From an optimization exercise on the open Yosys and OpenROAD flow, aimed at small area; shortcuts taken in it are not production practice. Function was checked by simulation only, so behaviour that the tests miss may differ from the original. Power is estimated from default activity; no workload was simulated.

### flow/run.sh
#!/bin/bash
# Standard layout, with two changes to how it is built:
#  * the port buffers are the smallest buffer (buf_1) instead of the default choice;
#  * clock tree synthesis uses clkbuf_8 with small sink clusters and adds no dummy loads.
# Each tool's full output goes to the ORFS logs under orfs/logs; make's own output to flow.log.
set -euo pipefail
bash standard.sh \
  "BUFFER_PORTS_ARGS=-buffer_cell sky130_fd_sc_hd__buf_1" \
  "CTS_ARGS=-sink_clustering_enable -repair_clock_nets -dont_use_dummy_load -sink_clustering_size 18 -sink_clustering_max_diameter 45 -buf_list sky130_fd_sc_hd__clkbuf_8" \
  finish > flow.log 2>&1
### standard.sh
#!/bin/bash
# synth_recipe.tcl (not shown) runs the flow's synth.tcl, then flattens the netlist and writes it again
# the make line also repeats each setting of config.mk as NAME=value (left out here)
make -C /OpenROAD-flow-scripts/flow DESIGN_CONFIG=/design/flow/config.mk WORK_HOME=/design/flow/orfs CLKGATE_MAP_FILE= SYNTH_SCRIPT=/design/flow/synth_recipe.tcl "${@:-finish}"
### config.mk
export PLATFORM = sky130hd
export DESIGN_NAME = regfile_sb
export DESIGN_NICKNAME = regfile_sb
export VERILOG_FILES = /design/flow/design.v
export SDC_FILE = /design/flow/constraint.sdc
export NUM_CORES = 4
export LEC_CHECK = 0
export CAP_MARGIN = 10
export CELL_PAD_IN_SITES_DETAIL_PLACEMENT = 0
export CELL_PAD_IN_SITES_GLOBAL_PLACEMENT = 1
export CORE_MARGIN = 2
export CORE_UTILIZATION = 45
export CTS_BUF_LIST = sky130_fd_sc_hd__clkbuf_8
export CTS_CLUSTER_DIAMETER = 45
export CTS_CLUSTER_SIZE = 18
export PLACE_DENSITY = 0.6
export SLEW_MARGIN = 10
export SYNTH_HIERARCHICAL = 1
### constraint.sdc
create_clock -name core_clock -period 9.0 [get_ports {Clk}]
set_input_delay 1.8000 -clock core_clock [delete_from_list [all_inputs] [get_ports {Clk}]]
set_output_delay 1.8000 -clock core_clock [all_outputs]
set_load 0.01 [all_outputs]
### design.v
module regfile_sb_ao22 (
    input  logic a1, a2, b1, b2,
    output logic y
);
    assign y = (a1 & a2) | (b1 & b2);
endmodule
module regfile_sb_aoi222 (
    input  logic a1, a2, b1, b2, c1, c2,
    output logic y
);
    assign y = ~((a1 & a2) | (b1 & b2) | (c1 & c2));
endmodule
module regfile_sb_aoi22 (
    input  logic a1, a2, b1, b2,
    output logic y
);
    assign y = ~((a1 & a2) | (b1 & b2));
endmodule
module regfile_sb_nand11 (
    input  logic [10:0] a,
    output logic        y
);
    assign y = ~&a;
endmodule
module regfile_sb #(
    parameter int unsigned  XLEN     = 32,
    parameter int unsigned  DEPTH    = 32,
    parameter bit           ZERO_REG = 1'b1,
    parameter bit           BYPASS   = 1'b1,
    localparam int unsigned AW       = $clog2(DEPTH)
) (
    input  logic            Clk,
    input  logic            Rst_n,
    input  logic [AW-1:0]   raddr1,
    input  logic [AW-1:0]   raddr2,
    output logic [XLEN-1:0] rdata1,
    output logic [XLEN-1:0] rdata2,
    output logic            rbusy1,
    output logic            rbusy2,
    output logic            stall,
    input  logic            issue_valid,
    input  logic [AW-1:0]   issue_addr,
    input  logic            RegWrite,
    input  logic [AW-1:0]   waddr,
    input  logic [XLEN-1:0] wdata,
    input  logic            flush,
    output logic [AW:0]     pending_cnt
);
    localparam int NGRP = (DEPTH + 2) / 3;   
    logic [XLEN-1:0]  regs_q [DEPTH];        
    logic [XLEN-1:0]  regs_d [1:DEPTH-1];
    logic [DEPTH-1:1] valid_q, valid_d;
    logic [DEPTH-1:1] pending_q, pending_d;
    logic [AW:0]      cnt_q, cnt_d;
    logic [3:0]       r1_lo, r2_lo, w_lo, i_lo;    
    logic [7:0]       r1_hi, r2_hi, w_hi, i_hi;    
    logic [DEPTH-1:1] wsel, wsel_n, isel, dec1, dec2;
    logic [DEPTH-1:1] vw, pw;                    
    logic [DEPTH-1:0] rsel1, rsel2;              
    logic             we, iss, byp1, byp2, inc, dec, iw_same;
    assign we  = RegWrite && (waddr != '0);
    assign iss = issue_valid && (issue_addr != '0);
    assign byp1 = we && (waddr == raddr1);
    assign byp2 = we && (waddr == raddr2);
    always_comb begin
        r1_lo = 4'b1 << raddr1[1:0];
        r2_lo = 4'b1 << raddr2[1:0];
        w_lo  = 4'b1 << waddr[1:0];
        i_lo  = 4'b1 << issue_addr[1:0];
        r1_hi = 8'b1 << raddr1[4:2];
        r2_hi = 8'b1 << raddr2[4:2];
        w_hi  = RegWrite    ? (8'b1 << waddr[4:2])      : 8'b0;
        i_hi  = issue_valid ? (8'b1 << issue_addr[4:2]) : 8'b0;
        rsel1[0] = byp1;
        rsel2[0] = byp2;
        for (int i = 1; i < DEPTH; i++) begin
            wsel[i]   = w_lo[i % 4] && w_hi[i / 4];
            wsel_n[i] = !wsel[i];
            isel[i]   = i_lo[i % 4] && i_hi[i / 4];
            dec1[i]   = r1_lo[i % 4] && r1_hi[i / 4];
            dec2[i]   = r2_lo[i % 4] && r2_hi[i / 4];
            vw[i]     = valid_q[i] && wsel_n[i];
            pw[i]     = pending_q[i] && wsel_n[i];
            rsel1[i]  = dec1[i] && vw[i];
            rsel2[i]  = dec2[i] && vw[i];
        end
    end
    assign regs_q[0] = wdata;
    for (genvar b = 0; b < int'(XLEN); b++) begin : g_bit
        logic [NGRP-1:0] grp1, grp2;
        for (genvar k = 0; k < NGRP; k++) begin : g_grp
            if (3 * k + 2 < int'(DEPTH)) begin : g_3
                regfile_sb_aoi222 u_r1 (
                    .a1(regs_q[3*k][b]),   .a2(rsel1[3*k]),
                    .b1(regs_q[3*k+1][b]), .b2(rsel1[3*k+1]),
                    .c1(regs_q[3*k+2][b]), .c2(rsel1[3*k+2]),
                    .y(grp1[k])
                );
                regfile_sb_aoi222 u_r2 (
                    .a1(regs_q[3*k][b]),   .a2(rsel2[3*k]),
                    .b1(regs_q[3*k+1][b]), .b2(rsel2[3*k+1]),
                    .c1(regs_q[3*k+2][b]), .c2(rsel2[3*k+2]),
                    .y(grp2[k])
                );
            end else begin : g_2
                regfile_sb_aoi22 u_r1 (
                    .a1(regs_q[3*k][b]),   .a2(rsel1[3*k]),
                    .b1(regs_q[3*k+1][b]), .b2(rsel1[3*k+1]),
                    .y(grp1[k])
                );
                regfile_sb_aoi22 u_r2 (
                    .a1(regs_q[3*k][b]),   .a2(rsel2[3*k]),
                    .b1(regs_q[3*k+1][b]), .b2(rsel2[3*k+1]),
                    .y(grp2[k])
                );
            end
        end
        regfile_sb_nand11 u_o1 (.a(grp1), .y(rdata1[b]));
        regfile_sb_nand11 u_o2 (.a(grp2), .y(rdata2[b]));
    end
    assign rbusy1      = |(dec1 & pw);
    assign rbusy2      = |(dec2 & pw);
    assign stall       = rbusy1 || rbusy2;
    assign pending_cnt = cnt_q;
    for (genvar g = 1; g < int'(DEPTH); g++) begin : g_reg
        for (genvar b = 0; b < int'(XLEN); b++) begin : g_bit
            regfile_sb_ao22 u_hold (
                .a1(regs_q[g][b]), .a2(wsel_n[g]),
                .b1(wdata[b]),     .b2(wsel[g]),
                .y(regs_d[g][b])
            );
        end
        always_ff @(posedge Clk) begin
            regs_q[g] <= regs_d[g];
        end
    end
    always_comb begin
        for (int i = 1; i < DEPTH; i++) begin
            valid_d[i]   = valid_q[i] || wsel[i];
            pending_d[i] = isel[i] || (pw[i] && !flush);
        end
    end
    always_comb begin
        iw_same = (issue_addr == waddr);
        inc     = iss && !(|(isel & pending_q));
        dec     = !flush && (|(wsel & pending_q)) && !(issue_valid && iw_same);
        if (flush) begin
            cnt_d = {{AW{1'b0}}, iss};
        end else begin
            cnt_d = cnt_q + {{AW{1'b0}}, inc} - {{AW{1'b0}}, dec};
        end
    end
    always_ff @(posedge Clk or negedge Rst_n) begin
        if (!Rst_n) begin
            valid_q   <= '0;
            pending_q <= '0;
            cnt_q     <= '0;
        end else begin
            valid_q   <= valid_d;
            pending_q <= pending_d;
            cnt_q     <= cnt_d;
        end
    end
endmodule
==> results of run 1 <==
metal layers:
metal	wire, um	track usage [%]	vias to the layer above
li1	-	-	17000
met1	81700	56.7	21800
met2	92100	63.6	4210
met4	15500	28.4	14
met3	34600	17.3	965
met5	98	0	-
worst max path at each step:
stage                        start         end  cells past startpoint
final                     waddr[4]  rdata2[23]                     12
after global routing      waddr[4]   rdata1[3]                     12
after CTS                 waddr[4]  rdata1[13]                     12
after detailed placement  waddr[4]  rdata1[13]                     12
after global placement    waddr[4]  rdata2[13]                     12
after floorplan           waddr[1]   rdata2[0]                     10
Yosys stat by module, one instance, submodules excluded:
module | flops+latches | times used
regfile_sb | 1060 | 1
regfile_sb_ao22 | 0 | 992
regfile_sb_aoi22 | 0 | 64
regfile_sb_aoi222 | 0 | 640
regfile_sb_nand11 | 0 | 64
worst reg2reg max path: stages (launching register included):
cell and delay, ns:
dfrtp_1 0.50, a222oi_1 0.40, a211oi_1 0.14, a2111oi_0 0.40
nand2_1 0.17, ha_1 0.30, inv_1 0.04, ha_1 0.21
fa_1 0.42, a21oi_1 0.15, nor2_1 0.05, nor2_1 0.10
xor2_1 0.15, nor2_1 0.06
state kept, by name, indices dropped and copies added (netlist names):
name / count
pending_q: 31
cnt_q: 6
valid_q: 31
regs_q: 992
synthesized netlist by cell type (all sizes together) (8+ instances only):
master	instances
dfxtp	992
o22ai	38
buf	15
or3	66
clkbuf	26
nor2	28
nand3	78
nand2b	29
xnor2	10
dfrtp	68
xor2	10
o21ai	30
a222oi	643
nand4	134
a22oi	85
nand2	81
or2	14
nor3	68
a22o	993
inv	48
a21oi	8
power breakdown:
part	internal (mW)	total [mW]	switching, mW	leakage [nW]
logic	0.890	1.72	0.830	7.69
registers	5.62	6.38	0.760	9.12
clock network	1.35	3.09	1.75	0.985
total	7.86	11.2	3.34	17.8
kinds of logic after synthesis:
family                     Yosys count
buffers and inverters               89
xor gates and xnor gates            20
AOI/OAI and AO/OA                 1843
DFF                               1060
muxes                                2
and+or+nand+nor                    548
adders and majority gates            7
placed cells by master, fill, tap and decap left out, types with 4 or more instances in the layout:
cell / count
nor3_2: 62
a22oi_2: 64
nand2b_1: 29
inv_1: 46
xnor2_1: 10
dfxtp_1: 992
a22oi_1: 21
nand2_1: 62
nand4_1: 134
clkbuf_2: 27
nand3_1: 78
a222oi_1: 643
a211o_1: 4
o32ai_1: 5
nand3b_1: 6
o22ai_1: 38
nor2b_1: 6
or2_2: 13
ha_1: 6
a21oi_1: 8
nor2_1: 19
xor2_1: 10
o221ai_1: 6
a221oi_1: 4
buf_4: 152
a22o_1: 993
or3_1: 66
o2111ai_1: 6
nor3_1: 6
o21ai_0: 26
nor2_4: 9
clkbuf_8: 137
buf_1: 101
nand2_2: 19
o211ai_1: 5
diode_2: 13
dfrtp_1: 68
layout make-up:
cell class,count,area share (%)
timing repair buffer,281,3.49
clock buffer,137,3.96
inverter,48,0.378
multi-input combinational,2420,43.5
tap,1254,3.30
sequential,1060,45.3
antenna,13,0.0683
metrics by stage:
stage / utilization, % / std cells / setup WS (ns)
final: 51.2 / 5213 / 1.11
after global routing: 51.1 / 5207 / 1.11
after CTS: 51.1 / 5200 / 1.37
after detailed placement: 49.1 / 5063 / 1.39
after global placement: 49.1 / 5063 / 1.42
after floorplan: - / 3569 / 0.463
==> impl_metrics.toml, run 1 <==
[place]
placed_area_um2 = 45700
dp_hpwl_um = 126000
gp_congestion = 0.933
portBuffers = 129

[power]
leakage_nw = 17.8
peakVddDrop_uv = 140
power.total_mw = 11.2
p_per_area_nw_per_um2 = 235

[clock_tree]
cts-htree-levels = 4
cts_tree = "yes"
clk_pin_slew_ns = 0.04
cts_buffers = 137
cts.sinks = 1060
cts-root-buf = "clkbuf_8"
postCtsSetupBuffers = 0
ctsHoldBuffers = 0
cts-resized-gates = 0
clock_insertion_delay_worst_skew_ns = 0.86
cts_buffer_depth = 3

[route]
vias_per_cell = 8.43
totalWireLength_um = 224000
wl_per_cell_um = 43.0
drtIter0Drc = 10200
vias = 44000
ant_nets = 0
drc = 0
firstDrtPassIters = 12

[timing]
finClkSkew_ns = 0.0563
fin_crit_sh_pct = 87.6
setup_viol = 0
slew_violations = 0
tightest_slew_ns = 1.09
rsz0062_at_grt = "no"
timing.fmax_mhz = 127
whs_ns = 0.469
fin_crit_ns = 7.89
final_hold_viol_count = 0
slew-limit-headroom_pct = 26.6
fin_setup_tns_ns = 0

[cells_and_area]
regArea_um2 = 21600
drive_gt1_share_pct = 12.5
final_nets = 4012
multi_input_area_um2 = 20700
final_area_um2 = 47600
area_growth_pct = 12.8
fillers = 8333

[die]
initial_core_util_pct = 45.3
fp.dieArea_um2 = 96200
die_width_um = 310
pin_count = 130
coreArea_um2 = 93000
die_h_um = 310
rows = 112

[synthesis]
syn_area_per_cell_um2 = 11.8
synth_async_sr_flop_share_pct = 6.42
syn-num-nets = 3633
seq_area_frac_synth_pct = 51.1
synth_seq_cells = 1060
synth_area_leader_cell = "dfxtp_1"
ys.warnings.count = 10
synth_top_family_by_area = "compound AO/OA/AOI/OAI gates"
synth_simple_gate_area_share_pct = 7.29
synthXorXnorAreaFrac_pct = 0.415
synthFlopType = "dfxtp_1"
synth_cell_types = 64
synth_fa_ha_area_share_pct = 0.225
syn_area_um2 = 42200
muxShareOfSynthArea_pct = 0.0475
synth.area.top_cells = "dfxtp_1, a22o_1, a222oi_1, dfrtp_1, nand4_1"
synth-edff-count = 0
synth_cells = 3569
yosys.area.top_type_share_pct = 47.1
synth_compound_area_share_pct = 40.1

[critical_path]
worstPathRequired_ns = 7.20
timing.critical_path.buf_inv = 5
r2r_end = "cnt_q[4]$_DFF_PN0_"
cp_top_family = "simple AND/OR/NAND/NOR gates"
regToRegStartpoint = "pending_q[6]$_DFF_PN0_"
worstPathCellList = "buf_1 -> nand4b_1 -> nor2_4 -> inv_1 -> buf_4 -> nand2_1 -> nor3_2 -> buf_4 -> a222oi_1 -> nand4_1 -> or3_1 -> buf_1"
arrival_ns = 6.09
reg2reg_slack_ns = 5.74
slowest_stage = "nand4b_1"
r2r_cells = 13
path_class = "in -> out"
critPathLaunchType = "input pin"
crit_path_max_incr_delay_ns = 0.70
path_max_fanout = 33
critical_path.endpoint_type = "output port"

[run_status]
status = "finished clean"

[grt]
grt_max_degree = 69
antenna_found_initial = 26
overflow = 0
grt_usage_pct = 44.8
grt_pass1_wl_um = 310000
grt_pass1_vias = 42900

[min_path]
holdPathStages = 1
hold_start = "valid_q[5]$_DFF_PN0_"
holdPathEnd = "valid_q[5]$_DFF_PN0_"
hold_class = "reg -> reg"

[flow_run]
cap_violations = 0
==> run 2, diff against run 1 <==
--- a/flow/run.sh
+++ b/flow/run.sh
@@ -7,4 +7,4 @@
 bash standard.sh \
   "BUFFER_PORTS_ARGS=-buffer_cell sky130_fd_sc_hd__buf_1" \
-  "CTS_ARGS=-sink_clustering_enable -repair_clock_nets -dont_use_dummy_load -sink_clustering_size 18 -sink_clustering_max_diameter 45 -buf_list sky130_fd_sc_hd__clkbuf_8" \
+  "CTS_ARGS=-sink_clustering_enable -repair_clock_nets -dont_use_dummy_load -sink_clustering_size 16 -sink_clustering_max_diameter 50 -buf_list sky130_fd_sc_hd__clkbuf_8" \
   finish > flow.log 2>&1
==> config.mk (replaced) <==
export PLATFORM = sky130hd
export DESIGN_NAME = regfile_sb
export DESIGN_NICKNAME = regfile_sb
export VERILOG_FILES = /design/flow/design.v
export SDC_FILE = /design/flow/constraint.sdc
export NUM_CORES = 4
export LEC_CHECK = 0
export CAP_MARGIN = 10
export CELL_PAD_IN_SITES_DETAIL_PLACEMENT = 1
export CELL_PAD_IN_SITES_GLOBAL_PLACEMENT = 2
export CORE_MARGIN = 2
export CORE_UTILIZATION = 40
export CTS_BUF_LIST = sky130_fd_sc_hd__clkbuf_8
export CTS_CLUSTER_DIAMETER = 50
export CTS_CLUSTER_SIZE = 16
export PLACE_DENSITY = 0.5
export SLEW_MARGIN = 10
export SYNTH_HIERARCHICAL = 1
==> run 2 against run 1 <==
Total power grew 1.0%. Count of clock-buffer cells in the layout is the same. First-iteration DRC count shrank 12%. Combinational power grew 2%. Clock skew shrank 0.012 ns.
==> impl_metrics.toml, run 2 <==
[run_status]
status = "finished clean"

[power]
leakage_nw = 17.8
power.share.switching_pct = 30.5
power_switching_mw = 3.44
clkPwrFrac_pct = 27.6
peakVddDrop_uv = 124
power_frac_comb_pct = 15.6
p_per_area_nw_per_um2 = 236
intPower_mw = 7.86
p_seq_share_pct = 56.8

[clock_tree]
cts_buffers = 137
ctsHoldBuffers = 0
clk_pin_slew_ns = 0.05
postCtsSetupBuffers = 0
cts-htree-levels = 4
cts-resized-gates = 0
cts_buffer_depth = 3
cts_tree = "yes"
cts.sinks = 1060
clock_insertion_delay_worst_skew_ns = 0.82
cts-root-buf = "clkbuf_8"

[critical_path]
regToRegStartpoint = "pending_q[6]$_DFF_PN0_"
cp_num_cells = 12
critical_path.endpoint_type = "output port"
r2r_cells = 13
worstPathRequired_ns = 7.20
crit_path_max_incr_delay_ns = 0.69
reg2reg_slack_ns = 5.78
cp-startpoint = "waddr[3]"
slowest_stage = "nand4b_1"
critPathLaunchType = "input pin"
arrival_ns = 6.14
r2r_end = "cnt_q[4]$_DFF_PN0_"
worstPathCellList = "buf_1 -> nand4b_1 -> nor2_4 -> inv_1 -> buf_4 -> nand2_1 -> nor3_2 -> buf_4 -> a222oi_1 -> nand4_1 -> or3_1 -> buf_1"
cp_top_family = "simple AND/OR/NAND/NOR gates"
endpoint = "rdata1[23]"
path_class = "in -> out"
path_max_fanout = 33
timing.critical_path.buf_inv = 5

[die]
fp.dieArea_um2 = 108000
die_h_um = 329
rows = 119
die_width_um = 329
coreArea_um2 = 105000
initial_core_util_pct = 40.2
pin_count = 130

[timing]
slew-limit-headroom_pct = 9.77
final_hold_viol_count = 0
setup_viol = 0
tightest_slew_ns = 1.35
finClkSkew_ns = 0.0443
rsz0062_at_grt = "no"
timing.fmax_mhz = 126
slew_violations = 0
fin_crit_sh_pct = 88.2
whs_ns = 0.467
fin_crit_ns = 7.94
fin_setup_tns_ns = 0

[synthesis]
synth_cell_types = 64
syn-num-nets = 3633
seq_area_frac_synth_pct = 51.1
synth_async_sr_flop_share_pct = 6.42
synth.area.top_cells = "dfxtp_1, a22o_1, a222oi_1, dfrtp_1, nand4_1"
synthFlopType = "dfxtp_1"
syn_area_per_cell_um2 = 11.8
synth_cells = 3569
ys.warnings.count = 10
syn_area_um2 = 42200
synthTopCellsByCount = "a22o_1, dfxtp_1, a222oi_1"
synth-edff-count = 0
synth_area_leader_cell = "dfxtp_1"
synth_seq_cells = 1060
yosysMostFrequentCell = "a22o_1"
yosys.area.top_type_share_pct = 47.1

[cells_and_area]
largest-register = "regs_q"
final_nets = 4028
final_area_um2 = 47900
reg_top3 = "regs_q x992, pending_q x31, valid_q x31"
area_growth_pct = 13.6
mostFrequentLayoutCells = "a22o_1, dfxtp_1, a222oi_1"
final_util_pct = 45.6
fillers = 11200
drive_gt1_share_pct = 13.1
layout_commonest_cell = "a22o_1"
largest_reg_flops = 992

[place]
placed_area_um2 = 46000
portBuffers = 129
dp_hpwl_um = 142000
gp_congestion = 0.945

[grt]
grt_pass1_vias = 44200
antenna_found_initial = 22
grt_max_degree = 69
grt_pass1_wl_um = 341000
grt_usage_pct = 44.1
overflow = 0

[min_path]
hold_class = "reg -> reg"

[route]
totalWireLength_um = 248000
firstDrtPassIters = 13
drtIter0Drc = 8972
wl_per_cell_um = 46.2
vias_per_cell = 8.27
drc = 0
vias = 44400
ant_nets = 0

[flow_run]
cap_violations = 0
-- run 2: cell types whose count changed in the layout (fill, tap and decap cells not counted), moves of 2 or more --
cell	before	now
buf_4	152	168
inv_1	46	33
clkinv_1	2	12
buf_1	101	97
clkbuf_2	27	31
diode_2	13	10
inv_2	0	3
nand2_1	62	60
nand2_2	19	21
-- run 2: through the flow --
stage	power [mW]	setup slack, ns	cells
after floorplan	7.37	0.463	3569
after detailed placement	8.19	1.32	5216
final	11.3	1.06	5363
after global placement	8.03	1.26	5215
after global routing	11.7	1.00	5358
after CTS	11.2	1.30	5353
-- run 2: worst reg2reg max path, stage by stage, from the launching register on --
cell       delay (ns)
dfrtp_1          0.50
a222oi_1         0.37
a211oi_1         0.17
a2111oi_0        0.40
nand2_1          0.13
ha_1             0.29
inv_1            0.04
ha_1             0.20
fa_1             0.42
a21oi_1          0.17
nor2_1           0.06
nor2_1           0.12
xor2_1           0.16
nor2_1           0.06
-- run 2: layer usage --
layer	wire length (um)	up-vias	GRT usage (%)
met5	207	-	0.887
met4	16000	18	26.4
met3	34000	999	18.0
met2	106000	3618	65.2
met1	91300	22700	53.6
li1	-	17000	-
-- run 2: Yosys stat by module (local to each module, per instance) --
| module | cells inside | flip-flops and latches | area [um^2] |
|---|---|---|---|
| regfile_sb | 1617 | 1060 | 24800 |
| regfile_sb_nand11 | 4 | 0 | 23.8 |
| regfile_sb_aoi22 | 1 | 0 | 12.5 |
| regfile_sb_aoi222 | 1 | 0 | 10.0 |
| regfile_sb_ao22 | 1 | 0 | 8.76 |
-- run 2: final cells by class --
| type | instances | area, um^2 | area share (%) |
|---|---|---|---|
| Multi-Input combinational cell | 2420 | 20700 | 43.3 |
| Antenna cell | 10 | 25.0 | 0.0522 |
| Inverter | 48 | 180 | 0.376 |
| Sequential cell | 1060 | 21600 | 45.0 |
| Timing Repair Buffer | 297 | 1790 | 3.73 |
| Tap cell | 1391 | 1740 | 3.63 |
| Clock buffer | 137 | 1890 | 3.94 |
-- run 2: cells by family after synthesis --
kind of cell | Yosys count | share of synthesized area [%]
AOI/OAI and AO/OA | 1843 | 40.1
DFF | 1060 | 51.1
and+or+nand+nor | 548 | 7.29
buffers and inverters | 89 | 0.822
xor gates and xnor gates | 20 | 0.415
adders and majority gates | 7 | 0.225
muxes | 2 | 0.0475
-- run 2: worst min path at each step --
| stage | startpoint | to | cells after the start |
|---|---|---|---|
| after detailed placement | valid_q[16]$_DFF_PN0_ | valid_q[16]$_DFF_PN0_ | 1 |
| after floorplan | valid_q[10]$_DFF_PN0_ | valid_q[10]$_DFF_PN0_ | 1 |
| after global placement | valid_q[3]$_DFF_PN0_ | valid_q[3]$_DFF_PN0_ | 1 |
| final | valid_q[16]$_DFF_PN0_ | valid_q[16]$_DFF_PN0_ | 1 |
| after CTS | valid_q[9]$_DFF_PN0_ | valid_q[9]$_DFF_PN0_ | 1 |
| after global routing | valid_q[9]$_DFF_PN0_ | valid_q[9]$_DFF_PN0_ | 1 |
-- run 2: power by group through the flow --
stage | Combinational, mW | Sequential (mW) | Clock, mW
final | 1.76 | 6.42 | 3.12
after global routing | 1.85 | 6.51 | 3.33
after CTS | 1.72 | 6.38 | 3.12
after detailed placement | 1.71 | 6.47 | 0
after global placement | 1.64 | 6.39 | 0
after floorplan | 1.14 | 6.24 | 0
==> run 3, diff against run 2 <==
--- a/design.v
+++ b/design.v
@@ -11,9 +11,9 @@
     assign y = ~((a1 & a2) | (b1 & b2) | (c1 & c2));
 endmodule
-module regfile_sb_aoi22 (
-    input  logic a1, a2, b1, b2,
+module regfile_sb_nand2 (
+    input  logic a, b,
     output logic y
 );
-    assign y = ~((a1 & a2) | (b1 & b2));
+    assign y = ~(a & b);
 endmodule
 module regfile_sb_nand11 (
@@ -47,6 +47,6 @@
     output logic [AW:0]     pending_cnt
 );
-    localparam int NGRP = (DEPTH + 2) / 3;   
-    logic [XLEN-1:0]  regs_q [DEPTH];        
+    localparam int NGRP = (DEPTH - 1) / 3;   
+    logic [XLEN-1:0]  regs_q [1:DEPTH-1];
     logic [XLEN-1:0]  regs_d [1:DEPTH-1];
     logic [DEPTH-1:1] valid_q, valid_d;
@@ -56,11 +56,8 @@
     logic [7:0]       r1_hi, r2_hi, w_hi, i_hi;    
     logic [DEPTH-1:1] wsel, wsel_n, isel, dec1, dec2;
-    logic [DEPTH-1:1] vw, pw;                    
-    logic [DEPTH-1:0] rsel1, rsel2;              
-    logic             we, iss, byp1, byp2, inc, dec, iw_same;
-    assign we  = RegWrite && (waddr != '0);
+    logic [DEPTH-1:1] pw;                        
+    logic [DEPTH-1:1] rsel1, rsel2;
+    logic             iss, inc, dec, iw_same;
     assign iss = issue_valid && (issue_addr != '0);
-    assign byp1 = we && (waddr == raddr1);
-    assign byp2 = we && (waddr == raddr2);
     always_comb begin
         r1_lo = 4'b1 << raddr1[1:0];
@@ -72,48 +69,34 @@
         w_hi  = RegWrite    ? (8'b1 << waddr[4:2])      : 8'b0;
         i_hi  = issue_valid ? (8'b1 << issue_addr[4:2]) : 8'b0;
-        rsel1[0] = byp1;
-        rsel2[0] = byp2;
         for (int i = 1; i < DEPTH; i++) begin
-            wsel[i]   = w_lo[i % 4] && w_hi[i / 4];
-            wsel_n[i] = !wsel[i];
-            isel[i]   = i_lo[i % 4] && i_hi[i / 4];
-            dec1[i]   = r1_lo[i % 4] && r1_hi[i / 4];
-            dec2[i]   = r2_lo[i % 4] && r2_hi[i / 4];
-            vw[i]     = valid_q[i] && wsel_n[i];
-            pw[i]     = pending_q[i] && wsel_n[i];
-            rsel1[i]  = dec1[i] && vw[i];
-            rsel2[i]  = dec2[i] && vw[i];
+            wsel[i]    = w_lo[i % 4] && w_hi[i / 4];
+            wsel_n[i]  = !wsel[i];
+            isel[i]    = i_lo[i % 4] && i_hi[i / 4];
+            dec1[i]    = r1_lo[i % 4] && r1_hi[i / 4];
+            dec2[i]    = r2_lo[i % 4] && r2_hi[i / 4];
+            valid_d[i] = valid_q[i] || wsel[i];
+            pw[i]      = pending_q[i] && wsel_n[i];
+            rsel1[i]   = dec1[i] && valid_d[i];
+            rsel2[i]   = dec2[i] && valid_d[i];
         end
     end
-    assign regs_q[0] = wdata;
     for (genvar b = 0; b < int'(XLEN); b++) begin : g_bit
-        logic [NGRP-1:0] grp1, grp2;
+        logic [NGRP:0] grp1, grp2;
         for (genvar k = 0; k < NGRP; k++) begin : g_grp
-            if (3 * k + 2 < int'(DEPTH)) begin : g_3
-                regfile_sb_aoi222 u_r1 (
-                    .a1(regs_q[3*k][b]),   .a2(rsel1[3*k]),
-                    .b1(regs_q[3*k+1][b]), .b2(rsel1[3*k+1]),
-                    .c1(regs_q[3*k+2][b]), .c2(rsel1[3*k+2]),
-                    .y(grp1[k])
-                );
-                regfile_sb_aoi222 u_r2 (
-                    .a1(regs_q[3*k][b]),   .a2(rsel2[3*k]),
-                    .b1(regs_q[3*k+1][b]), .b2(rsel2[3*k+1]),
-                    .c1(regs_q[3*k+2][b]), .c2(rsel2[3*k+2]),
-                    .y(grp2[k])
-                );
-            end else begin : g_2
-                regfile_sb_aoi22 u_r1 (
-                    .a1(regs_q[3*k][b]),   .a2(rsel1[3*k]),
-                    .b1(regs_q[3*k+1][b]), .b2(rsel1[3*k+1]),
-                    .y(grp1[k])
-                );
-                regfile_sb_aoi22 u_r2 (
-                    .a1(regs_q[3*k][b]),   .a2(rsel2[3*k]),
-                    .b1(regs_q[3*k+1][b]), .b2(rsel2[3*k+1]),
-                    .y(grp2[k])
-                );
-            end
+            regfile_sb_aoi222 u_r1 (
+                .a1(regs_d[3*k+1][b]), .a2(rsel1[3*k+1]),
+                .b1(regs_d[3*k+2][b]), .b2(rsel1[3*k+2]),
+                .c1(regs_d[3*k+3][b]), .c2(rsel1[3*k+3]),
+                .y(grp1[k])
+            );
+            regfile_sb_aoi222 u_r2 (
+                .a1(regs_d[3*k+1][b]), .a2(rsel2[3*k+1]),
+                .b1(regs_d[3*k+2][b]), .b2(rsel2[3*k+2]),
+                .c1(regs_d[3*k+3][b]), .c2(rsel2[3*k+3]),
+                .y(grp2[k])
+            );
         end
+        regfile_sb_nand2 u_l1 (.a(regs_d[DEPTH-1][b]), .b(rsel1[DEPTH-1]), .y(grp1[NGRP]));
+        regfile_sb_nand2 u_l2 (.a(regs_d[DEPTH-1][b]), .b(rsel2[DEPTH-1]), .y(grp2[NGRP]));
         regfile_sb_nand11 u_o1 (.a(grp1), .y(rdata1[b]));
         regfile_sb_nand11 u_o2 (.a(grp2), .y(rdata2[b]));
@@ -137,5 +120,4 @@
     always_comb begin
         for (int i = 1; i < DEPTH; i++) begin
-            valid_d[i]   = valid_q[i] || wsel[i];
             pending_d[i] = isel[i] || (pw[i] && !flush);
         end
==> run 3 against run 2 <==
Still clean. Count of clock-buffer cells in the layout shrank 1. Sequential power is 8.6% lower. Clock skew rose by 0.0027 ns. Largest power group unchanged.
==> impl_metrics.toml, run 3 <==
[timing]
finClkSkew_ns = 0.0470
fin_crit_ns = 7.91
setup_viol = 0
slew-limit-headroom_pct = 8.37
slew_violations = 0
tightest_slew_ns = 1.37
final_hold_viol_count = 0
rsz0062_at_grt = "no"
fin_setup_tns_ns = 0
timing.fmax_mhz = 126
fin_crit_sh_pct = 87.8
whs_ns = 0.490

[power]
intPower_mw = 7.85
power_frac_comb_pct = 19.8
p_seq_share_pct = 52.5
clkPwrFrac_pct = 27.8
power.share.switching_pct = 29.8
power_switching_mw = 3.34
p_per_area_nw_per_um2 = 235
peakVddDrop_uv = 150
leakage_nw = 17.9

[min_path]
hold_start = "valid_q[20]$_DFF_PN0_"
hold_class = "reg -> reg"

[cells_and_area]
reg_top3 = "regs_q x992, pending_q x31, valid_q x31"
largest_reg_flops = 992
layout_commonest_cell = "a22o_1"
largest-register = "regs_q"
fillers = 10900
area_growth_pct = 14.7
mostFrequentLayoutCells = "a22o_1, dfxtp_1, a222oi_1"
final_nets = 4059
final_util_pct = 46.1
drive_gt1_share_pct = 12.2

[route]
wl_per_cell_um = 45.5
totalWireLength_um = 245000
firstDrtPassIters = 14
drtIter0Drc = 8731
drt-met1-wl_um = 90300
vias_per_cell = 8.23
highest_layer = "met5"
drc = 0
ant_nets = 0
wl_met2_um = 105000
vias = 44300
wl_met3_um = 31100

[grt]
antenna_found_initial = 15
grt_pass1_wl_um = 340000
grt_usage_pct = 44.4
overflow = 0
grt_max_degree = 69
grt_pass1_vias = 45000

[clock_tree]
clk_pin_slew_ns = 0.05
cts.sinks = 1060
cts-htree-levels = 4
clock_insertion_delay_worst_skew_ns = 0.86
cts_buffer_depth = 3
ctsHoldBuffers = 0
cts_buffers = 136
cts-resized-gates = 0
cts-root-buf = "clkbuf_8"
postCtsSetupBuffers = 0
cts_tree = "yes"

[die]
coreArea_um2 = 103000
fp.dieArea_um2 = 106000
pin_count = 130
die_width_um = 326
rows = 118
initial_core_util_pct = 40.2
die_h_um = 326

[place]
dp_hpwl_um = 150000
portBuffers = 129
gp_congestion = 0.954

[synthesis]
synth_cell_types = 67
syn_area_per_cell_um2 = 11.7
synth-edff-count = 0
synth_area_leader_cell = "dfxtp_1"
seq_area_frac_synth_pct = 52.0
synth.area.top_cells = "dfxtp_1, a22o_1, a222oi_1, dfrtp_1, nand4_1"
yosys.area.top_type_share_pct = 47.9
ys.warnings.count = 10
synthFlopType = "dfxtp_1"
syn_area_um2 = 41400
synthTopCellsByCount = "a22o_1, dfxtp_1, a222oi_1"
synth_async_sr_flop_share_pct = 6.42
syn-num-nets = 3615
yosysMostFrequentCell = "a22o_1"
synth_seq_cells = 1060
synth_cells = 3551

[critical_path]
arrival_ns = 6.11
worstPathRequired_ns = 7.20
path_class = "in -> out"
regToRegStartpoint = "pending_q[25]$_DFF_PN0_"
critPathLaunchType = "input pin"
path_max_fanout = 20
cp-startpoint = "waddr[4]"
critical_path.endpoint_type = "output port"

[run_status]
status = "finished clean"

[flow_run]
cap_violations = 0
## run 3: critical path: stages
cell	delay, ns
buf_1	0.27
nand4_2	0.19
buf_4	0.24
or2_2	0.59
inv_2	0.07
nor2_1	0.35
nor3_2	0.12
buf_4	0.30
a222oi_1	0.97
nand4_1	0.50
or3_1	0.52
buf_1	0.15
## run 3: kinds of logic after synthesis
family	Yosys count	share of synthesized area [%]
compound gates	1770	38.7
buf+inv	114	1.08
xor+xnor	11	0.232
flops	1060	52.0
mux	7	0.202
simple gates	582	7.50
fa+ha+maj	7	0.229
## run 3: worst paths after layout
kind | endpoint | slack (ns) | cells past startpoint
worst min-delay path | valid_q[20]$_DFF_PN0_ | 0.49 | 2
worst min register to register | valid_q[20]$_DFF_PN0_ | 0.49 | 2
max in group asynchronous | valid_q[1]$_DFF_PN0_ | 6.98 | 2
min in group asynchronous | valid_q[19]$_DFF_PN0_ | 1.24 | 2
worst max-delay path | rdata2[6] | 1.09 | 12
worst max register to register | cnt_q[4]$_DFF_PN0_ | 5.72 | 13
## run 3: modules after synthesis (local to each module, per instance)
module             cell area, um^2  flops+latches
regfile_sb                   24600           1060
regfile_sb_ao22               8.76              0
regfile_sb_aoi222             10.0              0
regfile_sb_nand11             23.8              0
regfile_sb_nand2              3.75              0
## run 3: final cells by class
type	count	area [um^2]	area share, %
Tap cell	1380	1730	3.63
Multi-Input combinational cell	2377	19900	41.9
Clock buffer	136	1870	3.94
Timing Repair Buffer	347	2150	4.53
Antenna cell	8	20.0	0.0421
Sequential cell	1060	21600	45.4
Inverter	73	274	0.576
## run 3: layer usage
metal	GRT usage, %	up-vias
li1	-	16900
met1	54.1	22500
met2	66.4	3810
met3	14.5	1114
met4	30.9	16
met5	0	-
## run 3: metrics by stage
step	setup slack, ns	instances	cell area [um^2]	total power [mW]
after floorplan	1.26	3551	41400	7.34
after global placement	1.55	5236	45600	7.93
after detailed placement	1.47	5237	45600	8.09
after CTS	1.46	5373	47500	11.1
after global routing	1.10	5375	47500	11.6
final	1.09	5381	47500	11.2
## run 3: power by group through the flow
stage	combinational [mW]	sequential, mW	clock (mW)
after floorplan	1.46	5.88	0
after global placement	2.01	5.92	0
after detailed placement	2.13	5.96	0
after CTS	2.14	5.87	3.12
after global routing	2.33	5.95	3.30
final	2.21	5.87	3.11
==> run 4, diff against run 3 <==
==> flow/run.sh (replaced) <==
#!/bin/bash
# Standard layout, with two changes to how it is built:
#  * the port buffers are the smallest buffer (buf_1) instead of the default choice;
#  * clock tree synthesis uses small sink clusters driven by clkbuf_4, clkbuf_8 above
#    them, and adds no dummy loads.
# Each tool's full output goes to the ORFS logs under orfs/logs; make's own output to flow.log.
set -euo pipefail
bash standard.sh \
  "BUFFER_PORTS_ARGS=-buffer_cell sky130_fd_sc_hd__buf_1" \
  "CTS_ARGS=-sink_clustering_enable -repair_clock_nets -dont_use_dummy_load -sink_clustering_size 10 -sink_clustering_max_diameter 35 -buf_list sky130_fd_sc_hd__clkbuf_4 sky130_fd_sc_hd__clkbuf_8 -sink_clustering_buffer sky130_fd_sc_hd__clkbuf_4 -root_buf sky130_fd_sc_hd__clkbuf_8" \
  finish > flow.log 2>&1
==> run 4 against run 3 <==
The run now fails in 4_1_cts. Area after synthesis stayed put. Synthesized cell count did not move.
==> impl_metrics.toml, run 4 <==
[run_status]
stop_error = "[ERROR STA-0564] clock_tree_synthesis positional arguments not supported."
status = "did not finish"
stop_stage = "4_1_cts"

[die]
die_width_um = 326
initial_core_util_pct = 40.2
pin_count = 130
die_h_um = 326
rows = 118

[synthesis]
synth_area_leader_cell = "dfxtp_1"
synthFlopType = "dfxtp_1"
seq_area_frac_synth_pct = 52.0
synth_seq_cells = 1060
ys.warnings.count = 10
syn_area_um2 = 41400
synth_cell_types = 67
synth_cells = 3551
syn-num-nets = 3615
yosysMostFrequentCell = "a22o_1"
synthTopCellsByCount = "a22o_1, dfxtp_1, a222oi_1"
synth_async_sr_flop_share_pct = 6.42
yosys.area.top_type_share_pct = 47.9
syn_area_per_cell_um2 = 11.7
synth-edff-count = 0
synth.area.top_cells = "dfxtp_1, a22o_1, a222oi_1, dfrtp_1, nand4_1"

[place]
dp_hpwl_um = 150000
portBuffers = 129
dp_cells = 5237
placed_area_um2 = 45600
gp_congestion = 0.954
==> run 4: stage by stage <==
step | power, mW | worst slack, ns
2_1_floorplan | 7.34 | 1.26
3_3_place_gp | 7.93 | 1.55
3_5_place_dp | 8.09 | 1.47
==> run 4: kinds of logic after synthesis <==
| family | after synthesis | share of synthesized area (%) |
|---|---|---|
| compound gates | 1770 | 38.7 |
| buf+inv | 114 | 1.08 |
| simple gates | 582 | 7.50 |
| fa+ha+maj | 7 | 0.229 |
| flops | 1060 | 52.0 |
| xor+xnor | 11 | 0.232 |
| mux | 7 | 0.202 |
==> run 4: worst max-delay path by stage <==
stage,cells after the start,endpoint
floorplan,9,rdata2[0]
detailed placement,10,rdata1[16]
global placement,12,rdata2[25]
==> run 4: Yosys stat by module, one instance, submodules excluded <==
module | flops+latches | times used | area (um^2)
regfile_sb | 1060 | 1 | 24600
regfile_sb_nand11 | 0 | 64 | 23.8
regfile_sb_aoi222 | 0 | 640 | 10.0
regfile_sb_ao22 | 0 | 992 | 8.76
regfile_sb_nand2 | 0 | 64 | 3.75
==> run 4: power groups by stage <==
stage / sequential, mW / clock (mW) / combinational, mW
after detailed placement: 5.96 / 0 / 2.13
after global placement: 5.92 / 0 / 2.01
after floorplan: 5.88 / 0 / 1.46
==> run 5, diff against run 4 <==
--- a/flow/run.sh
+++ b/flow/run.sh
@@ -8,4 +8,4 @@
 bash standard.sh \
   "BUFFER_PORTS_ARGS=-buffer_cell sky130_fd_sc_hd__buf_1" \
-  "CTS_ARGS=-sink_clustering_enable -repair_clock_nets -dont_use_dummy_load -sink_clustering_size 10 -sink_clustering_max_diameter 35 -buf_list sky130_fd_sc_hd__clkbuf_4 sky130_fd_sc_hd__clkbuf_8 -sink_clustering_buffer sky130_fd_sc_hd__clkbuf_4 -root_buf sky130_fd_sc_hd__clkbuf_8" \
+  "CTS_ARGS=-sink_clustering_enable -repair_clock_nets -dont_use_dummy_load -sink_clustering_size 10 -sink_clustering_max_diameter 35 -buf_list {sky130_fd_sc_hd__clkbuf_4 sky130_fd_sc_hd__clkbuf_8} -sink_clustering_buffer sky130_fd_sc_hd__clkbuf_4 -root_buf sky130_fd_sc_hd__clkbuf_8" \
   finish > flow.log 2>&1
==> run 5 against run 4 <==
Now clean on timing, DRC and antenna. Synthesized cell count is the same. Area after synthesis is the same.
==> impl_metrics.toml, run 5 <==
[run_status]
status = "finished clean"

[route]
firstDrtPassIters = 13
totalWireLength_um = 245000
ant_nets = 0
wl_per_cell_um = 45.0
vias = 44700
vias_per_cell = 8.22
drtIter0Drc = 8926
drc = 0

[grt]
grt_max_degree = 69
grt_usage_pct = 44.4
grt_pass1_wl_um = 341000
overflow = 0
antenna_found_initial = 10
grt_pass1_vias = 45600

[clock_tree]
cts_buffer_depth = 3
cts-htree-levels = 4
cts.sinks = 1060
ctsHoldBuffers = 0
cts_buffers = 194
cts-root-buf = "clkbuf_8"
clock_insertion_delay_worst_skew_ns = 0.86
clk_pin_slew_ns = 0.05
cts_tree = "yes"
cts-resized-gates = 0
postCtsSetupBuffers = 0

[place]
gp_congestion = 0.954
portBuffers = 129
dp_hpwl_um = 150000
place_ws_ns = 1.47

[synthesis]
seq_area_frac_synth_pct = 52.0
synth_seq_cells = 1060
syn_area_per_cell_um2 = 11.7
syn_area_um2 = 41400
synth_cells = 3551
synthFlopType = "dfxtp_1"
yosysMostFrequentCell = "a22o_1"
synth.area.top_cells = "dfxtp_1, a22o_1, a222oi_1, dfrtp_1, nand4_1"
syn-num-nets = 3615
synth-edff-count = 0
synthTopCellsByCount = "a22o_1, dfxtp_1, a222oi_1"
yosys.area.top_type_share_pct = 47.9
ys.warnings.count = 10
synth_area_leader_cell = "dfxtp_1"
synth_async_sr_flop_share_pct = 6.42
synth_cell_types = 67

[critical_path]
crit_path_max_incr_delay_ns = 1.03
slowest_stage = "a222oi_1"
arrival_ns = 6.19
path_max_fanout = 20
worstPathCellList = "buf_1 -> nand4_2 -> buf_4 -> or2_2 -> inv_2 -> nor2_1 -> nor3_2 -> buf_4 -> a222oi_1 -> nand4_1 -> or3_1 -> buf_1"
path_class = "in -> out"
worstPathRequired_ns = 7.20
critical_path.endpoint_type = "output port"
critPathLaunchType = "input pin"

[power]
intPower_mw = 7.58
power.share.switching_pct = 30.4
power_switching_mw = 3.32
peakVddDrop_uv = 128
clkPwrFrac_pct = 25.9
p_per_area_nw_per_um2 = 231
power_frac_comb_pct = 20.2
leakage_nw = 17.9
p_seq_share_pct = 53.9

[die]
pin_count = 130
die_h_um = 326
rows = 118
initial_core_util_pct = 40.2
fp.dieArea_um2 = 106000
coreArea_um2 = 103000
die_width_um = 326

[cells_and_area]
mostFrequentLayoutCells = "a22o_1, dfxtp_1, a222oi_1"
final_nets = 4117
largest_reg_flops = 992
area_growth_pct = 13.9
drive_gt1_share_pct = 13.4
layout_commonest_cell = "a22o_1"
largest-register = "regs_q"
reg_top3 = "regs_q x992, pending_q x31, valid_q x31"

[flow_run]
cap_violations = 0

[timing]
fin_ws_ns = 1.01
fin_crit_sh_pct = 88.7
final_hold_viol_count = 0
slew_violations = 0
finClkSkew_ns = 0.0599
fin_setup_tns_ns = 0
rsz0062_at_grt = "no"
slew-limit-headroom_pct = 11.4
timing.fmax_mhz = 125
tightest_slew_ns = 1.33
setup_viol = 0
fin_crit_ns = 7.99

[min_path]
hold_class = "reg -> reg"
==> run 5: final timing paths <==
kind / from / end / slack (ns) / depth (start not counted)
setup / recovery: waddr[4] / rdata1[6] / 1.01 / 12
hold / removal: valid_q[16]$_DFF_PN0_ / valid_q[16]$_DFF_PN0_ / 0.49 / 2
setup reg to reg: pending_q[25]$_DFF_PN0_ / cnt_q[4]$_DFF_PN0_ / 5.77 / 13
hold reg to reg: valid_q[16]$_DFF_PN0_ / valid_q[16]$_DFF_PN0_ / 0.49 / 2
max in group asynchronous: Rst_n / valid_q[11]$_DFF_PN0_ / 6.97 / 2
min in group asynchronous: Rst_n / valid_q[19]$_DFF_PN0_ / 1.24 / 2
==> run 5: critical path, delay by kind of cell <==
| family | cells | cell delay, ns |
|---|---|---|
| AOI/OAI and AO/OA | 1 | 1.03 |
| and+or+nand+nor | 6 | 2.29 |
| buffers and inverters | 5 | 1.04 |
==> run 5: per-stage QoR <==
stage                     power [mW]  hold slack [ns]  utilization [%]  cells  instance area [um^2]
final                           10.9            0.485             45.8   5437                 47200
after CTS                       10.9            0.484             45.7   5431                 47200
after floorplan                 7.34            0.428                -   3551                 41400
after global routing            11.3            0.501             45.8   5433                 47200
after global placement          7.93            0.456             44.2   5236                 45600
after detailed placement        8.09            0.467             44.2   5237                 45600
==> run 5: final cells by class <==
| class | instances | area [um^2] |
|---|---|---|
| diodes | 6 | 15.0 |
| fillers | 11000 | 56000 |
| multi-input cells | 2377 | 19900 |
| repair buffers | 347 | 2150 |
| clock buffers | 194 | 1560 |
| inverters | 73 | 274 |
| well taps | 1380 | 1730 |
| flip-flops and latches | 1060 | 21600 |
==> run 5: cell families (layout without fill, tap and decap cells) <==
group / Yosys count / in the layout / synth area share (%)
AOI/OAI and AO/OA: 1770 / 1770 / 38.7
xor gates and xnor gates: 11 / 11 / 0.232
adders and majority gates: 7 / 7 / 0.229
buffers and inverters: 114 / 614 / 1.08
DFF: 1060 / 1060 / 52.0
muxes: 7 / 7 / 0.202
other: 0 / 6 / 0
and+or+nand+nor: 582 / 582 / 7.50
==> run 5: metal layers <==
| layer | GRT usage (%) | vias up | routed length (um) | part of all wire, % |
|---|---|---|---|---|
| met5 | 0.444 | - | 44 | 0.018 |
| met4 | 30.2 | 6 | 18800 | 7.7 |
| met3 | 15.6 | 1175 | 32000 | 13 |
| met2 | 66.2 | 3933 | 104000 | 43 |
| met1 | 53.8 | 22500 | 89700 | 37 |
| li1 | - | 17000 | - | - |
==> run 5: Yosys stat by module, one instance, submodules excluded <==
module	cell area (um^2)	flops+latches
regfile_sb	24600	1060
regfile_sb_aoi222	10.0	0
regfile_sb_nand11	23.8	0
regfile_sb_ao22	8.76	0
regfile_sb_nand2	3.75	0
==> run 5: power groups by stage <==
stage	Sequential, mW	Combinational, mW	Clock (mW)
floorplan	5.88	1.46	0
global placement	5.92	2.01	0
detailed placement	5.96	2.13	0
CTS	5.86	2.14	2.85
global route	5.94	2.33	3.05
finish	5.87	2.21	2.82
==> run 6, diff against run 5 <==
--- a/design.v
+++ b/design.v
@@ -16,4 +16,16 @@
 );
     assign y = ~(a & b);
+endmodule
+module regfile_sb_and2 (
+    input  logic a, b,
+    output logic y
+);
+    assign y = a & b;
+endmodule
+module regfile_sb_and3 (
+    input  logic a, b, c,
+    output logic y
+);
+    assign y = a & b & c;
 endmodule
 module regfile_sb_nand11 (
@@ -70,6 +82,4 @@
         i_hi  = issue_valid ? (8'b1 << issue_addr[4:2]) : 8'b0;
         for (int i = 1; i < DEPTH; i++) begin
-            wsel[i]    = w_lo[i % 4] && w_hi[i / 4];
-            wsel_n[i]  = !wsel[i];
             isel[i]    = i_lo[i % 4] && i_hi[i / 4];
             dec1[i]    = r1_lo[i % 4] && r1_hi[i / 4];
@@ -77,7 +87,11 @@
             valid_d[i] = valid_q[i] || wsel[i];
             pw[i]      = pending_q[i] && wsel_n[i];
-            rsel1[i]   = dec1[i] && valid_d[i];
-            rsel2[i]   = dec2[i] && valid_d[i];
         end
+    end
+    for (genvar g = 1; g < int'(DEPTH); g++) begin : g_sel
+        regfile_sb_and2  u_w  (.a(w_lo[g % 4]), .b(w_hi[g / 4]), .y(wsel[g]));
+        regfile_sb_nand2 u_wn (.a(w_lo[g % 4]), .b(w_hi[g / 4]), .y(wsel_n[g]));
+        regfile_sb_and3  u_r1 (.a(r1_lo[g % 4]), .b(r1_hi[g / 4]), .c(valid_d[g]), .y(rsel1[g]));
+        regfile_sb_and3  u_r2 (.a(r2_lo[g % 4]), .b(r2_hi[g / 4]), .c(valid_d[g]), .y(rsel2[g]));
     end
     for (genvar b = 0; b < int'(XLEN); b++) begin : g_bit
==> config.mk (replaced) <==
export PLATFORM = sky130hd
export DESIGN_NAME = regfile_sb
export DESIGN_NICKNAME = regfile_sb
export VERILOG_FILES = /design/flow/design.v
export SDC_FILE = /design/flow/constraint.sdc
export NUM_CORES = 4
export LEC_CHECK = 0
export CAP_MARGIN = 10
export CELL_PAD_IN_SITES_DETAIL_PLACEMENT = 0
export CELL_PAD_IN_SITES_GLOBAL_PLACEMENT = 1
export CORE_MARGIN = 2
export CORE_UTILIZATION = 50
export CTS_BUF_LIST = sky130_fd_sc_hd__clkbuf_8
export CTS_CLUSTER_DIAMETER = 50
export CTS_CLUSTER_SIZE = 16
export PLACE_DENSITY = 0.6
export SLEW_MARGIN = 10
export SYNTH_HIERARCHICAL = 1
==> run 6 against run 5 <==
The layout now fails its checks (max-capacitance violations, max-slew violations). Global-route usage increased by 6.3 points. Area after synthesis down 0.21%. Worst hold slack lost 0.029 ns. Worst setup slack better by 0.16 ns. Via count rose by 1.1%. Clock power decreased by 6%. Cell count decreased by 7.3%. Highest routed layer unchanged.
==> impl_metrics.toml, run 6 <==
[critical_path]
worstPathRequired_ns = 7.20
critPathLaunchType = "input pin"
crit_path_max_incr_delay_ns = 0.99
cp_common_cell = "buf_1"
worstPathCellList = "buf_1 -> nor2_1 -> nand2_1 -> buf_4 -> a22o_1 -> a222oi_1 -> nand4_1 -> or3_1 -> buf_1"
path_class = "in -> out"
timing.critical_path.buf_inv = 3
critical_path.endpoint_type = "output port"
arrival_ns = 6.02
slowest_stage = "nor2_1"
path_max_fanout = 17
cp_top_family = "simple AND/OR/NAND/NOR gates"

[die]
die_h_um = 292
pin_count = 130
fp.dieArea_um2 = 85000
coreArea_um2 = 82000
initial_core_util_pct = 50.4
rows = 105
die_width_um = 292

[synthesis]
syn_area_per_cell_um2 = 11.8
synth_area_leader_cell = "dfxtp_1"
synth.area.top_cells = "dfxtp_1, a22o_1, a222oi_1, dfrtp_1, nand4_1"
seq_area_frac_synth_pct = 52.1
synthFlopType = "dfxtp_1"
synth_cells = 3508
yosys.area.top_type_share_pct = 48.0
synthTopCellsByCount = "a22o_1, dfxtp_1, a222oi_1"
synth_cell_types = 56
syn_area_um2 = 41400
syn-num-nets = 3572
synth-edff-count = 0
ys.warnings.count = 10
yosysMostFrequentCell = "a22o_1"
synth_async_sr_flop_share_pct = 6.42
synth_seq_cells = 1060

[timing]
rsz0062_at_grt = "no"
tightest_slew_ns = 1.51
slew-limit-headroom_pct = -0.540
timing.fmax_mhz = 128
fin_ws_ns = 1.18
slew_violations = 1
finClkSkew_ns = 0.0520
setup_viol = 0
final_hold_viol_count = 0
fin_setup_tns_ns = 0
fin_crit_sh_pct = 86.9
fin_crit_ns = 7.82

[clock_tree]
clock_insertion_delay_worst_skew_ns = 0.85
clk_pin_slew_ns = 0.05
cts_buffers = 170
cts-htree-levels = 4
cts_tree = "yes"
cts_buffer_depth = 3
ctsHoldBuffers = 0
cts.sinks = 1060
cts-resized-gates = 0
postCtsSetupBuffers = 0
cts-root-buf = "clkbuf_8"

[cells_and_area]
drive_gt1_share_pct = 11.8
largest_reg_flops = 992
regArea_um2 = 21600
fillers = 7178
reg_top3 = "regs_q x992, pending_q x31, valid_q x31"
final_nets = 4011
largest-register = "regs_q"
layout_commonest_cell = "a22o_1"
mostFrequentLayoutCells = "a22o_1, dfxtp_1, a222oi_1"
multi_input_area_um2 = 19800
area_growth_pct = 10.9

[grt]
grt_pass1_vias = 43800
antenna_found_initial = 18
grt_max_degree = 69
grt_pass1_wl_um = 313000
overflow = 0
grt_usage_pct = 50.8

[run_status]
violatedChecks = "max-capacitance violations, max-slew violations"
status = "complete, but fails checks"

[place]
gp_congestion = 0.984
portBuffers = 129
place_ws_ns = 1.42
dp_hpwl_um = 130000

[route]
firstDrtPassIters = 14
vias_per_cell = 8.97
wl_per_cell_um = 44.7
drtIter0Drc = 10500
ant_nets = 0
vias = 45200
totalWireLength_um = 225000
drc = 0

[min_path]
hold_class = "reg -> reg"

[flow_run]
cap_violations = 1

[power]
peakVddDrop_uv = 160
power.total_mw = 10.7
p_per_area_nw_per_um2 = 232
leakage_nw = 17.6
-- run 6: final cells by class --
cell class	count	area share, %
Multi-Input combinational cell	2410	43.1
Sequential cell	1060	47.0
Timing Repair Buffer	288	3.67
Antenna cell	23	0.125
Tap cell	1070	2.92
Inverter	17	0.139
Clock buffer	170	3.01
-- run 6: report_power, final --
part | leakage, nW | internal, mW | switching (mW)
registers | 9.12 | 5.60 | 0.274
clock network | 0.826 | 0.953 | 1.69
logic | 7.70 | 0.911 | 1.23
-- run 6: worst paths after layout --
kind / slack, ns / from / end / cells past startpoint
max: 1.18 / waddr[0] / rdata1[23] / 9
min: 0.46 / valid_q[27]$_DFF_PN0_ / valid_q[27]$_DFF_PN0_ / 1
max reg2reg: 5.46 / pending_q[26]$_DFF_PN0_ / cnt_q[4]$_DFF_PN0_ / 15
min reg2reg: 0.46 / valid_q[27]$_DFF_PN0_ / valid_q[27]$_DFF_PN0_ / 1
max in group asynchronous: 7.14 / Rst_n / pending_q[16]$_DFF_PN0_ / 2
min in group asynchronous: 1.16 / Rst_n / valid_q[18]$_DFF_PN0_ / 2
-- run 6: worst register-to-register path, stage by stage (launching register included) --
cell and delay, ns:
dfrtp_1 0.49, mux2_2 0.30, and3_1 0.18, a31o_2 0.21, a311oi_1 0.28, o221ai_1 0.16, nand3b_1 0.27, ha_1 0.32
inv_1 0.04, ha_1 0.20, fa_1 0.40, a21oi_1 0.17, nor2_1 0.05, nor2_1 0.11, xor2_1 0.16, nor2_1 0.06
-- run 6: logic make-up (layout without fill, tap and decap cells) --
logic type / count (synthesis) / after routing / share of synthesized area, %
compound gates: 1734 / 1734 / 38.2
xor+xnor: 10 / 10 / 0.212
fa+ha+maj: 7 / 7 / 0.230
buf+inv: 38 / 475 / 0.369
flops: 1060 / 1060 / 52.1
mux: 9 / 9 / 0.287
other cells: 0 / 23 / 0
simple gates: 650 / 650 / 8.55
-- run 6: per-stage QoR --
step / area (um^2) / utilization, % / cells / hold WS [ns]
3_3_place_gp: 44400 / 54.2 / 4845 / 0.439
6_report: 45900 / 56.0 / 5038 / 0.456
3_5_place_dp: 44400 / 54.2 / 4845 / 0.439
5_1_grt: 45800 / 55.9 / 5018 / 0.467
4_1_cts: 45800 / 55.9 / 5015 / 0.450
2_1_floorplan: 41400 / - / 3508 / 0.427
-- run 6: per-module statistics from Yosys (local to each module, per instance) --
module / cell area, um^2 / copies in the design / flops+latches
regfile_sb: 23800 / 1 / 1060
regfile_sb_aoi222: 10.0 / 640 / 0
regfile_sb_nand11: 23.8 / 64 / 0
regfile_sb_nand2: 3.75 / 95 / 0
regfile_sb_and3: 6.26 / 62 / 0
regfile_sb_and2: 6.26 / 31 / 0
regfile_sb_ao22: 8.76 / 992 / 0
-- run 6: metal layers --
metal  GRT usage, %  wire (um)  vias up
li1               -          -    16800
met1           59.9      76000    22000
met2           69.4      90200     4933
met3           26.4      39600     1373
met4           38.1      19300       20
met5          0.681        199        -
==> run 7, diff against run 6 <==
==> flow/run.sh (replaced) <==
#!/bin/bash
# Standard layout, with two changes to how it is built:
#  * the port buffers are the smallest buffer (buf_1) instead of the default choice;
#  * clock tree synthesis uses clkbuf_8 with small sink clusters and adds no dummy loads.
# Each tool's full output goes to the ORFS logs under orfs/logs; make's own output to flow.log.
set -euo pipefail
bash standard.sh \
  "BUFFER_PORTS_ARGS=-buffer_cell sky130_fd_sc_hd__buf_1" \
  "CTS_ARGS=-sink_clustering_enable -repair_clock_nets -dont_use_dummy_load -sink_clustering_size 16 -sink_clustering_max_diameter 50 -buf_list sky130_fd_sc_hd__clkbuf_8" \
  finish > flow.log 2>&1
==> config.mk (replaced) <==
export PLATFORM = sky130hd
export DESIGN_NAME = regfile_sb
export DESIGN_NICKNAME = regfile_sb
export VERILOG_FILES = /design/flow/design.v
export SDC_FILE = /design/flow/constraint.sdc
export NUM_CORES = 4
export LEC_CHECK = 0
export CAP_MARGIN = 10
export CELL_PAD_IN_SITES_DETAIL_PLACEMENT = 1
export CELL_PAD_IN_SITES_GLOBAL_PLACEMENT = 2
export CORE_MARGIN = 2
export CORE_UTILIZATION = 40
export CTS_BUF_LIST = sky130_fd_sc_hd__clkbuf_8
export CTS_CLUSTER_DIAMETER = 50
export CTS_CLUSTER_SIZE = 16
export PLACE_DENSITY = 0.5
export SLEW_MARGIN = 10
export SYNTH_HIERARCHICAL = 1
==> run 7 against run 6 <==
Now clean on timing, DRC and antenna. Clock skew up 0.016 ns. Area after synthesis unchanged. Combinational power up 3%. Clock power up 19%. Maximum frequency up 1.1%. Flip-flop and latch count unchanged. Cell count up 5.2%. Sequential power about the same. Die area up 25%. Core utilization down 10 points. Critical path type unchanged. Largest cell class unchanged. Highest routed layer unchanged.
==> impl_metrics.toml, run 7 <==
[die]
die_h_um = 326
coreArea_um2 = 102000
die_width_um = 326
initial_core_util_pct = 40.5
pin_count = 130
fp.dieArea_um2 = 106000
rows = 117

[min_path]
hold_class = "reg -> reg"

[clock_tree]
ctsHoldBuffers = 0
cts_buffers = 137
clock_insertion_delay_worst_skew_ns = 0.85
cts-resized-gates = 0
cts-root-buf = "clkbuf_8"
cts_buffer_depth = 3
cts.sinks = 1060
cts-htree-levels = 4
postCtsSetupBuffers = 0
cts_tree = "yes"
clk_pin_slew_ns = 0.06

[cells_and_area]
final_area_um2 = 47000
mostFrequentLayoutCells = "a22o_1, dfxtp_1, a222oi_1"
largest-register = "regs_q"
largest_reg_flops = 992
final_cells = 5300
layout_commonest_cell = "a22o_1"
area_growth_pct = 13.6
reg_top3 = "regs_q x992, pending_q x31, valid_q x31"
drive_gt1_share_pct = 12.2
final_nets = 3987

[synthesis]
syn_area_per_cell_um2 = 11.8
synth.area.top_cells = "dfxtp_1, a22o_1, a222oi_1, dfrtp_1, nand4_1"
seq_area_frac_synth_pct = 52.1
ys.warnings.count = 10
synth_async_sr_flop_share_pct = 6.42
synth_area_leader_cell = "dfxtp_1"
synth_seq_cells = 1060
synthTopCellsByCount = "a22o_1, dfxtp_1, a222oi_1"
synthFlopType = "dfxtp_1"
syn-num-nets = 3572
yosys.area.top_type_share_pct = 48.0
syn_area_um2 = 41400
synth-edff-count = 0
synth_cells = 3508
yosysMostFrequentCell = "a22o_1"
synth_cell_types = 56

[grt]
grt_pass1_wl_um = 362000
grt_usage_pct = 48.4
grt_max_degree = 69
antenna_found_initial = 14
grt_pass1_vias = 45400
overflow = 0

[critical_path]
critPathLaunchType = "input pin"
cp_common_cell = "buf_1"
arrival_ns = 5.94
path_max_fanout = 26
path_class = "in -> out"
slowest_stage = "nand2_2"
worstPathCellList = "buf_1 -> and2_1 -> nand2_2 -> buf_4 -> a22o_1 -> a222oi_1 -> nand4_1 -> or3_1 -> buf_1"
crit_path_max_incr_delay_ns = 0.96
worstPathRequired_ns = 7.20
critical_path.endpoint_type = "output port"

[power]
p_seq_share_pct = 52.3
peakVddDrop_uv = 127
clkPwrFrac_pct = 28.1
power_frac_comb_pct = 19.7
p_per_area_nw_per_um2 = 239
leakage_nw = 18.0
power_switching_mw = 3.37
intPower_mw = 7.86
power.share.switching_pct = 30.0

[route]
drc = 0
firstDrtPassIters = 13
ant_nets = 0
vias_per_cell = 8.64
drtIter0Drc = 10300
vias = 45800
totalWireLength_um = 269000
wl_per_cell_um = 50.7

[timing]
fin_setup_tns_ns = 0
rsz0062_at_grt = "no"
fin_crit_ns = 7.74
slew_violations = 0
tightest_slew_ns = 1.42
final_hold_viol_count = 0
finClkSkew_ns = 0.0683
setup_viol = 0
timing.fmax_mhz = 129
fin_crit_sh_pct = 86.0
fin_ws_ns = 1.26
slew-limit-headroom_pct = 5.57
whs_ns = 0.464

[place]
portBuffers = 129
place_ws_ns = 1.54
dp_hpwl_um = 146000
gp_congestion = 0.930
dp_cells = 5151
placed_area_um2 = 45000

[run_status]
status = "finished clean"

[flow_run]
cap_violations = 0
[run 7: cell families (layout without fill, tap and decap cells)]
logic type	count (synthesis)	count (layout)	share of synthesized area (%)
compound gates	1734	1734	38.2
xor+xnor	10	10	0.212
fa+ha+maj	7	7	0.230
buf+inv	38	451	0.369
flops	1060	1060	52.1
mux	9	9	0.287
other cells	0	11	0
simple gates	650	650	8.55
[run 7: critical path: cells and delay by family]
family                 cells  cell delay (ns)
buffers and inverters      3             0.90
and+or+nand+nor            4             2.58
AOI/OAI and AO/OA          2             0.56
[run 7: final cells by class]
class,instances,area (um^2)
Sequential cell,1060,21600
Clock buffer,137,1890
Tap cell,1368,1710
Fill cell,11000,55200
Antenna cell,11,27.5
Inverter,17,63.8
Multi-Input combinational cell,2410,19900
Timing Repair Buffer,297,1830
[run 7: final timing paths]
check	startpoint	end	slack, ns	depth (start not counted)
max	waddr[0]	rdata1[29]	1.26	9
max reg2reg	pending_q[18]$_DFF_PN0_	cnt_q[4]$_DFF_PN0_	5.37	15
max in group asynchronous	Rst_n	pending_q[15]$_DFF_PN0_	7.08	2
min in group asynchronous	Rst_n	valid_q[3]$_DFF_PN0_	1.17	2
min reg2reg	valid_q[9]$_DFF_PN0_	valid_q[9]$_DFF_PN0_	0.46	1
min	valid_q[9]$_DFF_PN0_	valid_q[9]$_DFF_PN0_	0.46	1
[run 7: power by group through the flow]
stage               registers (mW)  logic (mW)  clock network, mW
global route                  5.94        2.30               3.33
CTS                           5.86        2.12               3.14
global placement              5.92        1.98                  0
detailed placement            5.96        2.10                  0
finish                        5.87        2.21               3.15
floorplan                     5.87        1.45                  0
[run 7: modules after synthesis (local to each module, per instance)]
module             cell area, um^2  flip-flops and latches
regfile_sb_ao22               8.76                       0
regfile_sb_aoi222             10.0                       0
regfile_sb_nand11             23.8                       0
regfile_sb_and2               6.26                       0
regfile_sb                   23800                    1060
regfile_sb_nand2              3.75                       0
regfile_sb_and3               6.26                       0
[run 7: layer usage]
metal / GRT usage, % / vias to the layer above / wire [um]
met4: 34.5 / 6 / 21300
met5: 1.51 / - / 149
met3: 21.2 / 1260 / 42200
met1: 59.2 / 23200 / 96000
met2: 67.3 / 4566 / 109000
li1: - / 16700 / -
[run 7: metrics by stage]
stage	utilization, %	total power [mW]
floorplan	-	7.32
global placement	44.1	7.90
detailed placement	44.1	8.06
CTS	45.9	11.1
global route	45.9	11.6
finish	46.0	11.2

-- port drivers added, routing unchanged --
Ports are ideal in the flow. The routed layouts listed here were re-timed in OpenROAD.
Step 1 (the two cells are an assumption about what drives the block):
set clk [get_ports {Clk}]
set_driving_cell -lib_cell sky130_fd_sc_hd__clkbuf_16 $clk
set_driving_cell -lib_cell sky130_fd_sc_hd__buf_2 [delete_from_list [all_inputs] $clk]
Step 2 also shifts input and output timing later by t, the mid clock arrival at the registers, as if the neighbouring blocks saw the same clock.
a / b / c = ideal / step 1 / step 2; a / b = the first two.
run	t, ns	slack for setup (ns)	worst setup path after step 2	latest minus earliest clock arrival (ns)	slew at the worst register clock pin (ns)
run 1	0.908	1.112 / 1.076 / 1.076	input to output	0.085 / 0.085	0.10 / 0.10
run 2	0.891	1.062 / 1.031 / 1.031	input to output	0.089 / 0.089	0.10 / 0.10
run 3	0.915	1.094 / 1.072 / 1.072	input to output	0.083 / 0.083	0.11 / 0.11
run 5	0.921	1.014 / 0.991 / 0.991	input to output	0.116 / 0.117	0.12 / 0.12
run 6	0.900	1.176 / 1.150 / 1.150	input to output	0.108 / 0.108	0.12 / 0.12
run 7	0.916	1.261 / 1.230 / 1.230	input to output	0.108 / 0.109	0.10 / 0.10
The setup slack of run 1, which loses most, moves by -0.036 ns with the drivers and by -0.036 ns with both steps.
